Context: an optimization exercise on an open-source flow, tuned for small area and a short achievable clock period. The choices shown serve that exercise and are no tape-out recipe.
At most, simulation tests tie the RTL to the original design; equivalence was not proved.
For runs 4 and 5, only the layout was checked, not whether the RTL still works.
Power is estimated from default activity; no workload was simulated.

File: design.v
package jtcop_pkg;
  localparam int OBJBUF_AW = 8;
  localparam int OBJ_PW    = 8;
  function automatic logic obj_transparent(input logic [OBJ_PW-1:0] pxl);
    obj_transparent = ~(|pxl[3:0]);
  endfunction
endpackage
module jtframe_dual_ram #(
  parameter int aw = 8,
  parameter int dw = 8
) (
  input  logic          clk,
  input  logic          we_i,
  input  logic [aw-1:0] wr_addr_i,
  input  logic [dw-1:0] data_i,
  input  logic [aw-1:0] rd_addr_i,
  output logic [dw-1:0] q_o
);
  logic [dw-1:0] mem [2**aw];
  always_ff @(posedge clk) begin
    if (we_i) mem[wr_addr_i] <= data_i;
  end
  assign q_o = mem[rd_addr_i];
endmodule
module jtcop_objbuf_wr
#(
  parameter int AW = jtcop_pkg::OBJBUF_AW,
  parameter int PW = jtcop_pkg::OBJ_PW
) (
  input  logic          buf_we_i,
  input  logic [AW:0]   buf_addr_i,
  input  logic [PW-1:0] buf_din_i,
  output logic          accept_o
);
  assign accept_o = buf_we_i & ~buf_addr_i[AW] & ~jtcop_pkg::obj_transparent(buf_din_i);
endmodule
module jtcop_obj_buffer
#(
  parameter int AW = jtcop_pkg::OBJBUF_AW,
  parameter int PW = jtcop_pkg::OBJ_PW
) (
  input  logic          clk,
  input  logic          rst_n,
  input  logic          pxl_cen,
  input  logic          LHBL,
  input  logic [AW-1:0] hdump,
  input  logic          flip,
  output logic          line_start,
  output logic          draw_bank,
  input  logic          buf_we,
  input  logic [AW:0]   buf_addr,
  input  logic [PW-1:0] buf_din,
  output logic [PW-1:0] obj_pxl
);
  logic          lhbl_q, lhbl_fall;
  logic          draw_bank_q, line_start_q;
  logic [AW-1:0] scan_addr;
  logic [PW-1:0] obj_pxl_q;
  logic          accept;
  logic          rd_valid_q;           
  logic          bank_q;               
  logic [AW-1:0] rd_addr_q;            
  logic          s1_valid_q;           
  logic [AW-1:0] s1_addr_q;
  logic [PW-1:0] s1_data_q;
  logic [AW-1:0] ram_rd_addr_q [2];    
  logic          s2_valid_q, s2_bank_q;
  logic [AW-1:0] s2_addr_q;
  logic          ram_we_q   [2];
  logic [AW-1:0] ram_addr_q [2];
  logic [PW-1:0] ram_din_q  [2];
  logic [PW-1:0] ram_q [2];
  logic [PW-1:0] scan_q, draw_q;
  logic          fwd_hit, wr_en;
  assign scan_addr = flip ? ~hdump : hdump;
  assign lhbl_fall = lhbl_q & ~LHBL;
  jtcop_objbuf_wr #(.AW(AW), .PW(PW)) u_wr (
    .buf_we_i   (buf_we),
    .buf_addr_i (buf_addr),
    .buf_din_i  (buf_din),
    .accept_o   (accept)
  );
  for (genvar g = 0; g < 2; g++) begin : g_bank
    jtframe_dual_ram #(.aw(AW), .dw(PW)) u_ram (
      .clk       (clk),
      .we_i      (ram_we_q[g]),
      .wr_addr_i (ram_addr_q[g]),
      .data_i    (ram_din_q[g]),
      .rd_addr_i (ram_rd_addr_q[g]),
      .q_o       (ram_q[g])
    );
  end
  assign scan_q = bank_q ? ram_q[0] : ram_q[1];
  assign draw_q = bank_q ? ram_q[1] : ram_q[0];
  assign fwd_hit = s2_valid_q && (s2_addr_q == s1_addr_q) && (s2_bank_q == bank_q);
  assign wr_en   = s1_valid_q && !fwd_hit && jtcop_pkg::obj_transparent(draw_q);
  always_ff @(posedge clk) begin
    for (int b = 0; b < 2; b++) begin
      ram_rd_addr_q[b] <= (draw_bank_q == 1'(b)) ? buf_addr[AW-1:0] : scan_addr;
      if (bank_q == 1'(b)) begin
        ram_we_q[b]   <= wr_en;
        ram_addr_q[b] <= s1_addr_q;
        ram_din_q[b]  <= s1_data_q;
      end else begin
        ram_we_q[b]   <= rd_valid_q;
        ram_addr_q[b] <= rd_addr_q;
        ram_din_q[b]  <= '0;
      end
    end
    bank_q     <= draw_bank_q;
    rd_addr_q  <= scan_addr;
    s1_addr_q  <= buf_addr[AW-1:0];
    s1_data_q  <= buf_din;
    s2_valid_q <= wr_en;
    s2_addr_q  <= s1_addr_q;
    s2_bank_q  <= bank_q;
  end
  always_ff @(posedge clk or negedge rst_n) begin
    if (!rst_n) begin
      lhbl_q       <= 1'b0;
      draw_bank_q  <= 1'b0;
      line_start_q <= 1'b0;
      rd_valid_q   <= 1'b0;
      s1_valid_q   <= 1'b0;
      obj_pxl_q    <= '0;
    end else begin
      lhbl_q       <= LHBL;
      draw_bank_q  <= draw_bank_q ^ lhbl_fall;
      line_start_q <= lhbl_fall;
      rd_valid_q   <= pxl_cen & LHBL;
      s1_valid_q   <= accept;
      if (rd_valid_q)            obj_pxl_q <= scan_q;
      else if (pxl_cen && !LHBL) obj_pxl_q <= '0;
    end
  end
  assign obj_pxl    = obj_pxl_q;
  assign draw_bank  = draw_bank_q;
  assign line_start = line_start_q;
endmodule
File: run.sh
#!/bin/bash
# synth_recipe.tcl (not shown) runs the flow's synth.tcl, then flattens the netlist and writes it again
# the make line also repeats each setting of config.mk as NAME=value (left out here)
make -C /OpenROAD-flow-scripts/flow DESIGN_CONFIG=/design/flow/config.mk WORK_HOME=/design/flow/orfs CLKGATE_MAP_FILE= SYNTH_SCRIPT=/design/flow/synth_recipe.tcl finish
File: config.mk
export PLATFORM = sky130hd
export DESIGN_NAME = jtcop_obj_buffer
export DESIGN_NICKNAME = jtcop_obj_buffer
export VERILOG_FILES = /design/flow/design.v
export SDC_FILE = /design/flow/constraint.sdc
export NUM_CORES = 4
export LEC_CHECK = 0
export CAP_MARGIN = 20
export CORE_MARGIN = 2
export CORE_UTILIZATION = 30
export PLACE_DENSITY = 0.5
export SLEW_MARGIN = 20
File: constraint.sdc
create_clock -name core_clock -period 6.5 [get_ports {clk}]
set_input_delay 1.3000 -clock core_clock [delete_from_list [all_inputs] [get_ports {clk}]]
set_output_delay 1.3000 -clock core_clock [all_outputs]
set_load 0.01 [all_outputs]
==> key figures, run 1 <==
Drt
  • Post-DRT Antenna Nets: 0
  • DR vias: 79.2k
  • Drt drc: 0
  • DRT Pass-1 Iters: 6
  • Vias per inst: 5.21
  • WL final: 470000 µm
  • Routed len/inst: 31.0 µm
  • Initial DRC Count: 9706

Power and ir drop
  • Internal power: roughly 52 mW
  • Clk pwr share: 33.1%
  • Part of the power in registers: 44.7%
  • Power share of the combinational group: between 20% and 30%
  • Sw frac: 30.0%
  • Net Sw Power: roughly 22 mW
  • Max VDD drop: ~0.25 mV
  • Leakage power: ~56 nW
  • PD cells: 401 nW/µm²

Setup path
  • WS Path Type: flop to flop
  • CP required: 7.33 ns
  • Reg2reg setup slack: 1.87 ns
  • RR Endpoint: obj_pxl_q[0]
  • Critical path endpoint category: flop
  • Worst reg2reg path depth: 8
  • CP Max Fanout: 90
  • CP arrival: 5.46 ns
  • CP startpoint kind: flop

CTS
  • Clock transition at the registers of the reported paths: 0.06 ns
  • Post-CTS Setup Bufs: 0
  • Sink Count: ~4.2k
  • Post-cts resize count: 0
  • Skew-Pair Late Insertion Delay: 1.01 ns
  • CTS tree: built
  • Hold_buf cts: 0
  • Number of H-tree levels: 5
  • Number of CTS-inserted buffers: about 420
  • Root Buffer: clkbuf_16
  • Maximum clock path buffer count: 4

Floorplan
  • Die Span X: 739 µm
  • Core Footprint: 537000 µm²
  • Initial Util: between 30 and 40%
  • Chip height: 739 µm
  • Total Die Area: 546000 µm²
  • I/O Pins: 41
  • FP Rows: ~270

Synth
  • Syn_area_per_cell: 21.9 µm²
  • Ys Warns: 12
  • Mux contribution to synthesized area: 16.4%
  • Synth Area in Adders: 0%
  • Distinct cell type count after synthesis: 76
  • Synth Area in XOR/XNOR: less than 1%
  • Complex-gate fraction of the synthesized area: 2.00%
  • Simple-gate share of the synthesized area: 2.81%
  • Asr flop ratio synth: 0.310%
  • Mapped Cells: 7409
  • Seq/Total Area, Yosys: 77.2%
  • Largest family of logic cells by synthesized area: multiplexers
  • EDFF count, synth: between 4k and 5k
  • #FFs+latches synth: 4194
  • Synth Net Count: between 7k and 8k
  • Syn Std Cell Area: 162000 µm²
  • Main flop type after synthesis: edfxtp_1

Placed design
  • IO buf count: 40
  • GP Congestion: between 0.8 and 0.9
  • Area after DPL: 171000 µm²
  • Pre-CTS setup slack: 1.84 ns
  • Hpwl dp: 295000 µm

Global routing
  • Gr usage total: between 15 and 20%
  • Pin count of the biggest net entering global routing: 221
  • Via count of the first global-routing pass: 80.2k
  • First-pass GRT wire length: 653000 µm
  • Overflow after GRT: 0
  • Initial antenna violation count: 36

STA
  • Max-Slew Margin vs Limit: 20.1%
  • Worst Skew: 0.0551 ns
  • Max Slew Vio Count: 0
  • TNS Setup: 0 ns
  • Final setup viols: 0
  • Slew @ Worst Pin: about 1.2 ns
  • Final period util: 71.3%
  • Setup ws final: 1.87 ns
  • Fin crit period: 4.63 ns
  • Final Hold Vio Count: 0
  • Unrepaired setup endpoints after global routing: false
  • FMAX: 0.216 GHz

Outcome
  • Status: finished clean

Finish
  • Register Area: 125000 µm²
  • Nets: 7659
  • Share of cells above drive strength 1: 24.9%
  • Layout Utilization: 34.5%
  • Area of the multi-input gates: 34700 µm²
  • Syn-to-layout area delta: 14.3%
  • Fill cell count: 49.8k
  • Final Instance Area: 185000 µm²

Min path
  • Hold depth: 0
  • Worst hold path class: flop to flop
  • Hold EP: s2_addr_q[6]
  • Hold Path Origin: s1_addr_q[6]

Run
  • # Max-Cap Violations: 0
[logic make-up after synthesis]
family	Yosys count
flops	4194
compound gates	462
simple gates	1023
xor+xnor	18
mux	1273
buf+inv	439
[final cells by class]
class / instances / area share [%]
timing repair buffer: 231 / 1.29
clock buffer: 513 / 5.98
sequential: 4194 / 67.6
antenna: 28 / 0.0378
clock inverter: 252 / 1.49
tap: 7181 / 4.85
multi-input combinational: 2776 / 18.7
inverter: 9 / 0.0196
[worst max-delay path by stage]
| stage | start | endpoint | slack, ns | cells past startpoint |
|---|---|---|---|---|
| floorplan | ram_din_q[0][0] | g_bank[0].u_ram.mem[0][0] | 2.27 | 0 |
| global placement | flop | s2_valid_q | 1.52 | 10 |
| detailed placement | flop | ram_we_q[0] | 1.84 | 10 |
| CTS | flop | ram_we_q[0] | 1.81 | 10 |
| global route | flop | obj_pxl_q[5] | 1.59 | 9 |
| finish | flop | obj_pxl_q[0] | 1.87 | 8 |
[Yosys cell counts, types with 12 or more instances]
master,instances,area share (%)
a211oi_1,13,0.060
a21oi_1,78,0.24
a221oi_1,12,0.065
a22o_1,23,0.12
a22oi_1,164,0.76
a31oi_1,18,0.070
and2_1,23,0.089
buf_1,31,0.072
buf_2,137,0.42
buf_4,68,0.32
buf_6,20,0.14
clkbuf_1,155,0.36
dfrtp_1,13,0.20
dfxtp_1,85,1.1
edfxtp_1,4096,76
mux2_2,49,0.34
mux2i_1,138,0.85
mux4_1,43,0.70
mux4_2,1043,15
nand2_1,135,0.31
nand2b_1,32,0.12
nand3_1,83,0.26
nand4_1,33,0.13
nor2_1,569,1.3
nor2b_1,54,0.21
nor3_1,34,0.11
nor4_1,12,0.046
o211ai_1,15,0.070
o21ai_0,34,0.11
o221ai_1,15,0.081
o22ai_1,34,0.13
xor2_1,13,0.070
[cells in the final DEF (no fill, tap or decap), types with 15 or more instances in the layout]
cell type        count
a21oi_1             77
a22o_1              23
a22oi_1            164
a31oi_1             18
and2_1              21
buf_12              32
buf_4              149
bufinv_16           49
clkbuf_1            79
clkbuf_16          427
clkdlybuf4s50_1     40
clkinv_1            81
clkinv_2            69
clkinvlp_4          24
dfxtp_1             55
dfxtp_4             25
diode_2             28
edfxtp_1          4096
mux2_2              49
mux2i_1            138
mux4_1              43
mux4_2            1043
nand2_1            121
nand2b_1            32
nand3_1             78
nand4_1             33
nor2_1             545
nor2_2              21
nor2b_1             47
nor3_1              33
o211ai_1            15
o21ai_0             34
o221ai_1            15
o22ai_1             34
[per-layer routing]
layer | vias to the layer above | track usage, % | part of all wire (%)
met3 | 669 | 3.36 | 7.6
met2 | 3299 | 26.4 | 47
li1 | 31700 | - | -
met1 | 43600 | 23.3 | 43
met5 | - | 0 | 0.0057
met4 | 4 | 5.06 | 3.2
[critical path: stages (launching register included)]
cell and delay (ns):
dfxtp_4 0.65, buf_12 0.60, mux4_2 0.57, o21ai_0 0.80, nand4_1 0.47, or4_1 0.55, o22ai_1 0.19, or3_1 0.38
o221ai_1 0.19
[stage by stage]
step,cells,power (mW),hold slack (ns)
floorplan,7409,43.3,0.329
global placement,14400,50.0,0.382
detailed placement,14400,50.3,0.386
CTS,15100,74.7,0.369
global route,15200,76.4,0.392
finish,15200,74.2,0.374
[flip-flops by register name, indices dropped and copies added (netlist names), named ones only]
| register | flops |
|---|---|
| lhbl_q | 1 |
| s1_data_q | 8 |
| bank_q | 1 |
| s2_bank_q | 1 |
| rd_addr_q | 8 |
| line_start_q | 1 |
| s1_addr_q | 8 |
| s2_valid_q | 1 |
| draw_bank_q | 1 |
| ram_we_q | 2 |
| obj_pxl_q | 8 |
| g_bank.u_ram.mem | 4096 |
| s1_valid_q | 1 |
| ram_din_q | 16 |
| rd_valid_q | 1 |
| s2_addr_q | 8 |
| ram_addr_q | 16 |
[power groups by stage]
stage | clock network [mW] | registers [mW] | logic (mW)
final | 24.6 | 33.2 | 16.5
after global routing | 25.9 | 33.3 | 17.2
after CTS | 25.0 | 33.2 | 16.5
after detailed placement | 0 | 33.8 | 16.5
after global placement | 0 | 33.8 | 16.3
after floorplan | 0 | 34.1 | 9.20
==> run 2, diff against run 1 <==
--- a/config.mk
+++ b/config.mk
@@ -9,4 +9,5 @@
 export CORE_MARGIN = 2
-export CORE_UTILIZATION = 30
-export PLACE_DENSITY = 0.5
+export CORE_UTILIZATION = 40
+export PLACE_DENSITY = 0.6
+export SETUP_SLACK_MARGIN = 3.6
 export SLEW_MARGIN = 20
==> run 2 against run 1 <==
  * Still clean
  * First-iteration DRC count grew 23%
  * Critical path depth shrank 5
  * Sequential power is essentially flat
  * Synthesized cell count is the same
  * Wire length grew 0.29%
  * Critical endpoint is now g_bank[0].u_ram.mem[160][5]
==> key figures, run 2 <==
CTS
  • Number of CTS-inserted buffers: 423
  • Root Buffer: clkbuf_16
  • Clock transition at the registers of the reported paths: ~0.060 ns
  • Sink Count: ~4.2k
  • Maximum clock path buffer count: 4
  • Skew-Pair Late Insertion Delay: 1.02 ns
  • Number of H-tree levels: 5
  • CTS tree: built

Setup path
  • Reg2reg setup slack: 3.03 ns
  • WS Path Type: flop to flop
  • Critical path endpoint category: flop
  • CP arrival: 4.05 ns
  • CP Max Fanout: 16
  • CP startpoint kind: flop
  • CP required: 7.09 ns

Global routing
  • Via count of the first global-routing pass: about 82k
  • First-pass GRT wire length: 651000 µm
  • Gr busiest metal: met2
  • Gr usage total: 22.6%
  • Met3 Usage GRT: 5.00%
  • Overflow after GRT: 0
  • Met1 usage: 31.5%
  • Initial antenna violation count: 5
  • Pin count of the biggest net entering global routing: 241
  • Met2 Usage GRT: between 30% and 40%

Synth
  • Top-count cell post-synth: edfxtp_1
  • Post-synth top cells: edfxtp_1 (4096), mux4_2 (1043), nor2_1 (569)
  • Mapped Cells: approximately 7.4k
  • EDFF count, synth: 4096
  • #FFs+latches synth: 4194
  • Main flop type after synthesis: edfxtp_1
  • Syn Std Cell Area: 162000 µm²
  • Yosys top cell by area: edfxtp_1
  • Seq/Total Area, Yosys: slightly below 80%
  • Asr flop ratio synth: 0.310%
  • Synth Net Count: 7440
  • Share of the synthesized area in the top cell type: 75.9%
  • Syn_area_per_cell: 21.9 µm²
  • Ys Warns: 12
  • Distinct cell type count after synthesis: 76
  • Top post-synthesis cells by area: edfxtp_1 (76%), mux4_2 (15%), nor2_1 (1.3%)

Floorplan
  • I/O Pins: 41
  • FP Rows: between 200 and 250
  • Initial Util: 40.2%
  • Chip height: between 600 and 700 µm
  • Total Die Area: 410000 µm²
  • Die Span X: roughly 640 µm
  • Core Footprint: approximately 400000 µm²

STA
  • Final Hold Vio Count: 0
  • Max Slew Vio Count: 0
  • Setup ws final: 3.03 ns
  • TNS Setup: 0 ns
  • Final setup viols: 0
  • Fin crit period: 3.47 ns
  • Max-Slew Margin vs Limit: 7.09%
  • Slew @ Worst Pin: 1.39 ns
  • FMAX: 0.288 GHz
  • Final period util: 53.4%
  • Worst Skew: 0.0755 ns
  • Unrepaired setup endpoints after global routing: true

Power and ir drop
  • Max VDD drop: 0.257 mV
  • PD cells: 407 nW/µm²
  • Leakage power: 59.7 nW

Finish
  • Most frequent cells in the layout: edfxtp_1 (4096), mux4_2 (1049), clkbuf_16 (437), nor2_4 (299), buf_4 (236)
  • Top flop regs: g_bank.u_ram.mem (4096), ram_addr_q (16), ram_din_q (16)
  • Layout Utilization: 47.7%
  • Reg with most FFs: g_bank.u_ram.mem
  • Most common cell after layout, fill and taps aside: edfxtp_1
  • Syn-to-layout area delta: 18.7%
  • Max reg flops: just over 4k
  • Nets: 7941
  • Share of cells above drive strength 1: 35.8%

Drt
  • Vias per inst: roughly 6.0
  • Routed len/inst: 34.5 µm
  • WL final: 471000 µm
  • Post-DRT Antenna Nets: 0
  • Drt drc: 0
  • DR vias: about 83k
  • DRT Pass-1 Iters: 6
  • Initial DRC Count: 11.9k

Placed design
  • IO buf count: 40
  • Pre-CTS setup slack: 1.79 ns
  • Hpwl dp: 273000 µm
  • GP Congestion: slightly below 0.9

Outcome
  • Status: finished clean

Run
  • # Max-Cap Violations: 0

Min path
  • Worst hold path class: flop to flop
run 2: worst paths after layout:
| path | start | endpoint | cells after the start |
|---|---|---|---|
| max | ram_addr_q[0][7] | g_bank[0].u_ram.mem[160][5] | 3 |
| min | s1_addr_q[1] | s2_addr_q[1] | 0 |
| max reg2reg | ram_addr_q[0][7] | g_bank[0].u_ram.mem[160][5] | 3 |
| min reg2reg | s1_addr_q[1] | s2_addr_q[1] | 0 |
| max in group asynchronous | rst_n | s1_valid_q | 2 |
| min in group asynchronous | rst_n | obj_pxl_q[5] | 2 |
run 2: logic make-up (layout without fill, tap and decap cells):
kind of cell | after synthesis | in the layout | share of synthesized area (%)
muxes | 1273 | 1273 | 16.4
xor gates and xnor gates | 18 | 18 | 0.0973
buffers and inverters | 439 | 1298 | 1.50
AOI/OAI and AO/OA | 462 | 462 | 2.00
DFF | 4194 | 4194 | 77.2
other | 0 | 9 | 0
and+or+nand+nor | 1023 | 1023 | 2.81
run 2: timing repair:
action,CTS,global route
hold buffers,0,0
cloned,61,6
setup endpoints to repair,3503,2755
buffers inserted,137,81
pin swaps,49,33
gates resized for setup,956,342
run 2: area by class of cell:
type / instances / area [µm²]
clock buffers: 537 / 11300
clock inverters: 246 / 2670
multi-input cells: 2776 / 38700
inverters: 9 / 50.0
well taps: 5405 / 6760
flip-flops and latches: 4194 / 125000
repair buffers: 506 / 7540
fillers: 32500 / 211000
diodes: 9 / 22.5
run 2: report_power, final:
part,internal (mW),switching (mW),leakage (nW)
combinational,8.28,12.2,14.6
clock,14.2,10.5,6.85
sequential,32.0,1.04,38.3
total,54.5,23.8,59.7
run 2: routing by layer:
layer | vias to the layer above | part of all wire [%]
met5 | - | 0
met4 | 0 | 4.7
met3 | 963 | 10
met2 | 5021 | 46
met1 | 44300 | 39
li1 | 32300 | -
run 2: stage by stage:
step | instance area [µm²] | cells | power (mW) | hold slack (ns)
after CTS | 190000 | 13600 | 77.4 | 0.387
final | 192000 | 13700 | 78.2 | 0.386
after global placement | 169000 | 12600 | 49.4 | 0.379
after floorplan | 162000 | 7409 | 43.0 | 0.329
after global routing | 192000 | 13700 | 80.0 | 0.403
after detailed placement | 169000 | 12600 | 49.7 | 0.383
run 2: worst max-delay path: stages (launching register included):
cell and delay [ns]:
dfxtp_1 0.80, nor2b_1 0.60, nand2_1 0.85, nor2_2 0.82
==> run 3, diff against run 2 <==
--- a/config.mk
+++ b/config.mk
@@ -9,4 +9,6 @@
 export CORE_MARGIN = 2
-export CORE_UTILIZATION = 40
-export PLACE_DENSITY = 0.6
+export CORE_UTILIZATION = 55
+export CTS_CLUSTER_DIAMETER = 80
+export CTS_CLUSTER_SIZE = 30
+export PLACE_DENSITY = 0.7
 export SETUP_SLACK_MARGIN = 3.6
==> run 3 against run 2 <==
  * Synthesized area is the same
  * Still clean on timing, DRC and antenna
  * Critical path type unchanged
  * Clock power fell by 45%
  * First-iteration DRC count grew 10%
==> key figures, run 3 <==
Drt
  • Vias per inst: 6.96
  • WL final: 439000 µm
  • Initial DRC Count: 13.2k
  • Routed len/inst: 37.8 µm
  • DRT Pass-1 Iters: 6
  • Post-DRT Antenna Nets: 0
  • DR vias: 80.8k
  • Drt drc: 0

CTS
  • Maximum clock path buffer count: 4
  • Clock transition at the registers of the reported paths: about 0.12 ns
  • Number of CTS-inserted buffers: ~180
  • Number of H-tree levels: 4
  • Sink Count: approximately 4.2k
  • Root Buffer: clkbuf_16
  • CTS tree: built
  • Skew-Pair Late Insertion Delay: 0.94 ns

STA
  • Worst Skew: 0.0705 ns
  • Fin crit period: 3.67 ns
  • Unrepaired setup endpoints after global routing: true
  • Slew @ Worst Pin: 1.34 ns
  • Final period util: 56.4%
  • Max Slew Vio Count: 0
  • Final setup viols: 0
  • Max-Slew Margin vs Limit: 10.3%
  • Worst hold slack: 0.397 ns
  • TNS Setup: 0 ns
  • Final Hold Vio Count: 0
  • FMAX: 0.273 GHz

Power and ir drop
  • Internal power: 44.9 mW
  • Part of the power in registers: 50.0%
  • Net Sw Power: 21.0 mW
  • Sw frac: 31.9%
  • Clk pwr share: 20.9%
  • PD cells: ~370 nW/µm²
  • Max VDD drop: 0.317 mV
  • Leakage power: 54.5 nW
  • Power share of the combinational group: 29.2%

Finish
  • Most frequent cells in the layout: edfxtp_1 (4096), mux4_2 (1047), nor2_2 (252), nor2_4 (215), buf_4 (206)
  • Top flop regs: g_bank.u_ram.mem (4096), ram_addr_q (16), ram_din_q (16)
  • Reg with most FFs: g_bank.u_ram.mem
  • Most common cell after layout, fill and taps aside: edfxtp_1
  • Max reg flops: just over 4k
  • Nets: 7606
  • Share of cells above drive strength 1: between 30% and 40%
  • Syn-to-layout area delta: 10.7%

Synth
  • #FFs+latches synth: 4194
  • Syn Std Cell Area: 162000 µm²
  • Share of the synthesized area in the top cell type: 75.9%
  • EDFF count, synth: 4096
  • Yosys top cell by area: edfxtp_1
  • Ys Warns: 12
  • Distinct cell type count after synthesis: 76
  • Asr flop ratio synth: less than 1%
  • Top post-synthesis cells by area: edfxtp_1 (76%), mux4_2 (15%), nor2_1 (1.3%)
  • Main flop type after synthesis: edfxtp_1
  • Mapped Cells: 7409
  • Seq/Total Area, Yosys: 77.2%
  • Syn_area_per_cell: 21.9 µm²
  • Post-synth top cells: edfxtp_1 (4096), mux4_2 (1043), nor2_1 (569)
  • Top-count cell post-synth: edfxtp_1
  • Synth Net Count: 7440

Global routing
  • Gr usage total: 29.0%
  • Initial antenna violation count: 15
  • Overflow after GRT: 0
  • Via count of the first global-routing pass: 78.0k
  • Pin count of the biggest net entering global routing: 240
  • First-pass GRT wire length: 609000 µm

Floorplan
  • Total Die Area: 299000 µm²
  • Die Span X: 547 µm
  • FP Rows: 199
  • I/O Pins: 41
  • Chip height: between 500 and 600 µm
  • Core Footprint: 293000 µm²
  • Initial Util: 55.2%

Run
  • # Max-Cap Violations: 0

Outcome
  • Status: finished clean

Setup path
  • Critical path endpoint category: flop
  • WS Path Type: flop to flop
  • CP startpoint kind: flop
  • CP Max Fanout: 34
  • CP required: 7.27 ns
  • CP arrival: around 4.4 ns

Placed design
  • IO buf count: 40
  • GP Congestion: 0.929
  • Hpwl dp: ~260000 µm

Min path
  • Worst hold path class: flop to flop
-- run 3: cell counts after synthesis --
Identical to the previous run, type by type.
-- run 3: power by group through the flow --
stage          clock network [mW]  registers (mW)  logic [mW]
2_1_floorplan                   0            33.8        9.20
3_3_place_gp                    0            33.8        15.3
3_5_place_dp                    0            33.8        15.5
4_1_cts                      13.8            32.9        17.9
5_1_grt                      14.6            32.9        19.6
6_report                     13.7            32.9        19.2
-- run 3: stage by stage --
| stage | instances | cell area, µm² | power [mW] | worst slack (ns) | util (%) |
|---|---|---|---|---|---|
| after floorplan | 7409 | 162000 | 43.0 | 3.61 | - |
| after global placement | 11100 | 167000 | 49.0 | 1.32 | 56.9 |
| after detailed placement | 11100 | 167000 | 49.3 | 1.43 | 56.9 |
| after CTS | 11500 | 177000 | 64.6 | 2.97 | 60.4 |
| after global routing | 11600 | 179000 | 67.2 | 2.87 | 61.1 |
| final | 11600 | 179000 | 65.9 | 2.83 | 61.1 |
-- run 3: final cells by class --
cell class,instances,area (µm²)
fillers,19700,114000
well taps,3919,4900
flip-flops and latches,4194,125000
diodes,20,50.0
clock inverters,57,701
repair buffers,418,5620
clock buffers,219,4660
inverters,9,43.8
multi-input cells,2777,38200
-- run 3: cell families after synthesis --
kind of cell           after synthesis  share of synthesized area [%]
AND/OR/NAND/NOR                   1023                           2.81
XOR/XNOR                            18                         0.0973
multiplexers                      1273                           16.4
buffers and inverters              439                           1.50
flip-flops                        4194                           77.2
AO/OA/AOI/OAI                      462                           2.00
-- run 3: critical path, stage by stage (launching register included) --
cell	delay, ns
dfxtp_4	0.50
buf_4	0.20
buf_8	0.29
mux4_2	0.37
mux4_2	0.54
a22oi_2	0.51
a21oi_4	0.21
nor4_4	0.63
o211ai_1	0.18
-- run 3: timing repair --
item                                    4_1_cts  5_1_grt
pin swaps                                    39       51
hold buffers                                  0        0
buffers inserted                             92       61
cloned                                       30        7
endpoints found under the setup margin     3512     2103
resized for setup                           816      329
-- run 3: path summary, 6_finish.rpt --
check,cells past startpoint,end,from,slack [ns]
setup reg to reg,8,obj_pxl_q[5],flop,2.83
hold reg to reg,0,s2_addr_q[7],s1_addr_q[7],0.40
setup / recovery,8,obj_pxl_q[5],flop,2.83
min in group asynchronous,2,s1_valid_q,rst_n,0.72
hold / removal,0,s2_addr_q[7],s1_addr_q[7],0.40
max in group asynchronous,2,obj_pxl_q[4],rst_n,5.54
-- run 3: per-layer routing --
metal	track usage, %	vias to the layer above	part of all wire, %
met5	0	-	0.0046
met3	8.04	908	13
met4	11.6	4	4.7
met1	41.2	43100	37
li1	-	31300	-
met2	43.0	5540	46
==> run 4, diff against run 3 <==
--- a/design.v
+++ b/design.v
@@ -11,14 +11,30 @@
 ) (
-  input  logic          clk,
-  input  logic          we_i,
-  input  logic [aw-1:0] wr_addr_i,
-  input  logic [dw-1:0] data_i,
-  input  logic [aw-1:0] rd_addr_i,
-  output logic [dw-1:0] q_o
+  input  logic                clk,
+  input  logic                clr_i,
+  input  logic [aw-1:0]       clr_addr_i,
+  input  logic                set_i,
+  input  logic [aw-1:0]       set_addr_i,
+  input  logic [dw-1:0]       data_i,
+  input  logic [2**(aw/2)-1:0] rd_lo_i,
+  input  logic [2**(aw/2)-1:0] rd_hi_i,
+  output logic [dw-1:0]       q_o
 );
-  logic [dw-1:0] mem [2**aw];
-  always_ff @(posedge clk) begin
-    if (we_i) mem[wr_addr_i] <= data_i;
+  localparam int N  = 2**aw;
+  localparam int HW = aw/2;
+  logic [N-1:0][dw-1:0] mem;
+  logic [N-1:0] csel, ssel;
+  logic [N-1:0][dw-1:0] mem_d;
+  always_comb begin
+    for (int r = 0; r < N; r++) begin
+      csel[r]  = clr_i && clr_addr_i == aw'(r);
+      ssel[r]  = set_i && set_addr_i == aw'(r);
+      mem_d[r] = (mem[r] & {dw{~csel[r]}}) | (data_i & {dw{ssel[r]}});
+    end
   end
-  assign q_o = mem[rd_addr_i];
+  always_ff @(posedge clk) mem <= mem_d;
+  always_comb begin
+    q_o = '0;
+    for (int r = 0; r < N; r++)
+      q_o = q_o | (mem[r] & {dw{rd_lo_i[r % (2**HW)] & rd_hi_i[r / (2**HW)]}});
+  end
 endmodule
@@ -65,8 +81,11 @@
   logic [PW-1:0] s1_data_q;
-  logic [AW-1:0] ram_rd_addr_q [2];    
+  logic [15:0]   ram_rd_lo_q [2];      
+  logic [15:0]   ram_rd_hi_q [2];
+  logic [AW-1:0] ram_rd_addr [2];
   logic          s2_valid_q, s2_bank_q;
   logic [AW-1:0] s2_addr_q;
-  logic          ram_we_q   [2];
-  logic [AW-1:0] ram_addr_q [2];
-  logic [PW-1:0] ram_din_q  [2];
+  logic          ram_set_q [2];
+  logic          ram_clr_q [2];
+  logic [PW-1:0] s2_data_q;
+  logic [AW-1:0] rd_addr_q2;
   logic [PW-1:0] ram_q [2];
@@ -85,8 +104,15 @@
       .clk       (clk),
-      .we_i      (ram_we_q[g]),
-      .wr_addr_i (ram_addr_q[g]),
-      .data_i    (ram_din_q[g]),
-      .rd_addr_i (ram_rd_addr_q[g]),
+      .clr_i      (ram_clr_q[g]),
+      .clr_addr_i (rd_addr_q2),
+      .set_i      (ram_set_q[g]),
+      .set_addr_i (s2_addr_q),
+      .data_i     (s2_data_q),
+      .rd_lo_i   (ram_rd_lo_q[g]),
+      .rd_hi_i   (ram_rd_hi_q[g]),
       .q_o       (ram_q[g])
     );
+  end
+  always_comb begin
+    for (int b = 0; b < 2; b++)
+      ram_rd_addr[b] = (draw_bank_q == 1'(b)) ? buf_addr[AW-1:0] : scan_addr;
   end
@@ -98,12 +124,6 @@
     for (int b = 0; b < 2; b++) begin
-      ram_rd_addr_q[b] <= (draw_bank_q == 1'(b)) ? buf_addr[AW-1:0] : scan_addr;
-      if (bank_q == 1'(b)) begin
-        ram_we_q[b]   <= wr_en;
-        ram_addr_q[b] <= s1_addr_q;
-        ram_din_q[b]  <= s1_data_q;
-      end else begin
-        ram_we_q[b]   <= rd_valid_q;
-        ram_addr_q[b] <= rd_addr_q;
-        ram_din_q[b]  <= '0;
-      end
+      ram_rd_lo_q[b] <= 16'(1) << ram_rd_addr[b][3:0];
+      ram_rd_hi_q[b] <= 16'(1) << ram_rd_addr[b][7:4];
+      ram_set_q[b] <= wr_en && bank_q == 1'(b);
+      ram_clr_q[b] <= rd_valid_q && bank_q != 1'(b);
     end
@@ -115,2 +135,4 @@
     s2_addr_q  <= s1_addr_q;
+    s2_data_q  <= s1_data_q;
+    rd_addr_q2 <= rd_addr_q;
     s2_bank_q  <= bank_q;
--- a/config.mk
+++ b/config.mk
@@ -9,7 +9,4 @@
 export CORE_MARGIN = 2
-export CORE_UTILIZATION = 55
-export CTS_CLUSTER_DIAMETER = 80
-export CTS_CLUSTER_SIZE = 30
+export CORE_UTILIZATION = 60
 export PLACE_DENSITY = 0.7
-export SETUP_SLACK_MARGIN = 3.6
 export SLEW_MARGIN = 20
==> run 4 against run 3 <==
  * The run now fails in 5_1_grt
  * Synthesized cell count up 100%
  * Synthesized area decreased by 3.1%
==> key figures, run 4 <==
CTS
  • Post-cts resize count: 0
  • Sink Count: 4228
  • Hold_buf cts: 0
  • Number of H-tree levels: 5
  • Number of CTS-inserted buffers: 418
  • Post-CTS Setup Bufs: 0
  • Root Buffer: clkbuf_16
  • Maximum clock path buffer count: 4

Floorplan
  • I/O Pins: 41
  • Initial Util: 60.4%
  • Die Span X: between 500 and 600 µm
  • Chip height: between 500 and 600 µm
  • FP Rows: 187

Synth
  • Syn Std Cell Area: approximately 160000 µm²
  • Top-count cell post-synth: dfxtp_1
  • Share of the synthesized area in the top cell type: 53.8%
  • Asr flop ratio synth: 0.307%
  • Post-synth top cells: dfxtp_1 (4215), a22o_1 (4212), nand3_1 (1182)
  • Seq/Total Area, Yosys: 54.0%
  • Distinct cell type count after synthesis: between 60 and 70
  • Mapped Cells: 15.0k
  • #FFs+latches synth: 4228
  • Top post-synthesis cells by area: dfxtp_1 (54%), a22o_1 (24%), a22oi_1 (4.9%)
  • Synth Net Count: roughly 15k
  • EDFF count, synth: 0
  • Syn_area_per_cell: around 10 µm²
  • Main flop type after synthesis: dfxtp_1
  • Ys Warns: 14
  • Yosys top cell by area: dfxtp_1

Placed design
  • IO buf count: 40
  • Hpwl dp: 809000 µm
  • GP Congestion: 1.55

Global routing
  • Overflow after GRT: 16.0k
  • Gr usage total: 96.4%
  • Pin count of the biggest net entering global routing: ~150
  • Via count of the first global-routing pass: 185k
  • First-pass GRT wire length: approximately 1800000 µm

Outcome
  • Stop stage: 5_1_grt
  • First error message: [ERROR GRT-0116] Global routing finished with congestion. Check the congestion regions in the DRC Viewer.
  • Status: aborted with a tool error
[run 4: cell types whose count changed after synthesis, sizes merged, moves of 121 or more]
| cell | delta |
|---|---|
| mux4 | -1086 |
| dfxtp | +4130 |
| nand4 | +239 |
| edfxtp | -4096 |
| a22oi | +863 |
| clkbuf | +819 |
| nand2 | +475 |
| nor2 | +121 |
| o22ai | +258 |
| nor4 | +133 |
| mux2i | -138 |
| a22o | +4189 |
| nand3 | +1099 |
| a222oi | +138 |
[run 4: worst max-delay path by stage]
| stage | start | to | slack, ns |
|---|---|---|---|
| 2_1_floorplan | ram_rd_lo_q[0][7] | obj_pxl_q[5] | 3.99 |
| 3_3_place_gp | ram_rd_lo_q[1][0] | obj_pxl_q[7] | 2.07 |
| 3_5_place_dp | ram_rd_hi_q[0][1] | obj_pxl_q[1] | 2.10 |
| 4_1_cts | ram_rd_hi_q[0][1] | obj_pxl_q[1] | 2.06 |
[run 4: power groups by stage]
stage / combinational, mW / clock [mW] / sequential, mW
after floorplan: 2.76 / 0 / 27.5
after global placement: 4.60 / 0 / 28.9
after detailed placement: 4.65 / 0 / 29.0
after CTS: 4.66 / 25.0 / 28.4
[run 4: per-layer routing]
metal  global-route usage, %  GRT overflow
met1                    92.0          1134
met2                     113         10300
met3                    83.7           985
met4                    99.2          3490
met5                    64.8           140
[run 4: per-stage QoR]
step | area [µm²] | std cells | utilization [%] | worst slack, ns | hold slack (ns)
floorplan | 157000 | 15000 | - | 3.99 | 0.310
global placement | 161000 | 17600 | 62.0 | 2.07 | 0.310
detailed placement | 161000 | 17700 | 62.1 | 2.10 | 0.313
CTS | 175000 | 18400 | 67.5 | 2.06 | 0.326
[run 4: kinds of logic after synthesis]
family | after synthesis | synth area share [%]
xor gates and xnor gates | 18 | 0.100
AOI/OAI and AO/OA | 6214 | 33.0
DFF | 4228 | 54.0
and+or+nand+nor | 3132 | 9.51
buffers and inverters | 1390 | 3.44
==> run 5, diff against run 4 <==
--- a/config.mk
+++ b/config.mk
@@ -9,4 +9,5 @@
 export CORE_MARGIN = 2
-export CORE_UTILIZATION = 60
-export PLACE_DENSITY = 0.7
+export CORE_UTILIZATION = 45
+export PLACE_DENSITY = 0.6
+export SETUP_SLACK_MARGIN = 3.5
 export SLEW_MARGIN = 20
==> run 5 against run 4 <==
  * The flow again stops in 5_1_grt
  * Synthesized area is the same
  * Synthesized cell count is the same
==> key figures, run 5 <==
Synth
  • Yosys top cell by area: dfxtp_1
  • Post-synth top cells: dfxtp_1 (4215), a22o_1 (4212), nand3_1 (1182)
  • EDFF count, synth: 0
  • Ys Warns: 14
  • Top post-synthesis cells by area: dfxtp_1 (54%), a22o_1 (24%), a22oi_1 (4.9%)
  • Share of the synthesized area in the top cell type: 53.8%
  • Distinct cell type count after synthesis: 64
  • Syn Std Cell Area: roughly 160000 µm²
  • Syn_area_per_cell: 10.5 µm²
  • Main flop type after synthesis: dfxtp_1
  • #FFs+latches synth: 4228
  • Top-count cell post-synth: dfxtp_1
  • Asr flop ratio synth: 0.307%
  • Seq/Total Area, Yosys: a little over half
  • Mapped Cells: 15.0k
  • Synth Net Count: 15.0k

Global routing
  • Via count of the first global-routing pass: 194k
  • First-pass GRT wire length: ~2200000 µm
  • Pin count of the biggest net entering global routing: roughly 140
  • Gr usage total: between 80% and 90%
  • Overflow after GRT: 8277

Outcome
  • Stop stage: 5_1_grt
  • Status: aborted with a tool error
  • First error message: [ERROR GRT-0116] Global routing finished with congestion. Check the congestion regions in the DRC Viewer.

Floorplan
  • FP Rows: approximately 220
  • Initial Util: a little under half
  • Die Span X: 594 µm
  • I/O Pins: roughly 40
  • Chip height: approximately 600 µm

Placed design
  • Area after DPL: roughly 160000 µm²
  • Hpwl dp: 973000 µm
  • IO buf count: 40
  • GP Congestion: 1.28

CTS
  • Number of H-tree levels: 5
  • Number of CTS-inserted buffers: roughly 440
  • Sink Count: 4228
  • Hold_buf cts: 0
  • Maximum clock path buffer count: 4
  • Root Buffer: clkbuf_16
-- run 5: cell counts after synthesis --
Identical to the previous run, type by type.
-- run 5: layer usage --
metal / overflow / GRT usage (%)
met4: 2500 / 88.8
met1: 121 / 87.9
met5: 23 / 46.6
met3: 127 / 76.7
met2: 5506 / 101
-- run 5: metrics by stage --
step	hold WS, ns	setup WS [ns]	std cells
floorplan	0.310	3.99	15000
global placement	0.309	1.42	18900
detailed placement	0.312	1.84	18900
CTS	0.323	2.74	19900
-- run 5: power by group through the flow --
stage,Sequential [mW],Clock (mW),Combinational [mW]
after floorplan,27.5,0,2.76
after global placement,29.0,0,5.42
after detailed placement,28.9,0,5.44
after CTS,28.2,27.0,6.40
-- run 5: what timing repair did --
action                                  in CTS
gates cloned                                 5
setup buffers                              157
pin swaps                                  125
resized for setup                          663
endpoints found under the setup margin    3063
-- run 5: cell families after synthesis --
| family | after synthesis | synth area share, % |
|---|---|---|
| and+or+nand+nor | 3132 | 9.51 |
| xor gates and xnor gates | 18 | 0.100 |
| DFF | 4228 | 54.0 |
| buffers and inverters | 1390 | 3.44 |
| AOI/OAI and AO/OA | 6214 | 33.0 |
-- run 5: how the worst max path moves through the flow --
| stage | startpoint | to | depth (start not counted) |
|---|---|---|---|
| 2_1_floorplan | ram_rd_lo_q[0][7] | obj_pxl_q[5] | 9 |
| 3_3_place_gp | ram_rd_hi_q[0][9] | obj_pxl_q[7] | 8 |
| 3_5_place_dp | ram_rd_lo_q[0][7] | s2_valid_q | 10 |
| 4_1_cts | ram_rd_lo_q[1][5] | obj_pxl_q[4] | 8 |

[port drivers added, routing unchanged]
The flow's constraints put no driver on any port. The routed layouts listed below were extracted and timed again, unchanged, in two steps.
Step 1 (the two cells are an assumption about what drives the block):
set clk [get_ports {clk}]
set_driving_cell -lib_cell sky130_fd_sc_hd__clkbuf_16 $clk
set_driving_cell -lib_cell sky130_fd_sc_hd__buf_2 [delete_from_list [all_inputs] $clk]
Step 2 adds t to the input delays and takes it off the output delays; t is the mean of the earliest and latest rising clock arrival at the registers after step 1. Input paths then give back, and output paths get back, about the clock's delay inside the block.
Three values: no drivers, after step 1, after step 2; two values: the first two.
| run | t, ns | slack for setup (ns) | latest minus earliest clock arrival (ns) |
|---|---|---|---|
| run 1 | 1.092 | 1.866 / 1.866 / 1.866 | 0.065 / 0.064 |
| run 2 | 1.083 | 3.032 / 3.032 / 2.754 | 0.089 / 0.089 |
| run 3 | 0.994 | 2.834 / 2.834 / 2.834 | 0.076 / 0.077 |
After both steps every run listed still meets setup and hold. The setup slack of run 2, which loses most, moves by 0.000 ns with the drivers and by -0.278 ns with both steps.
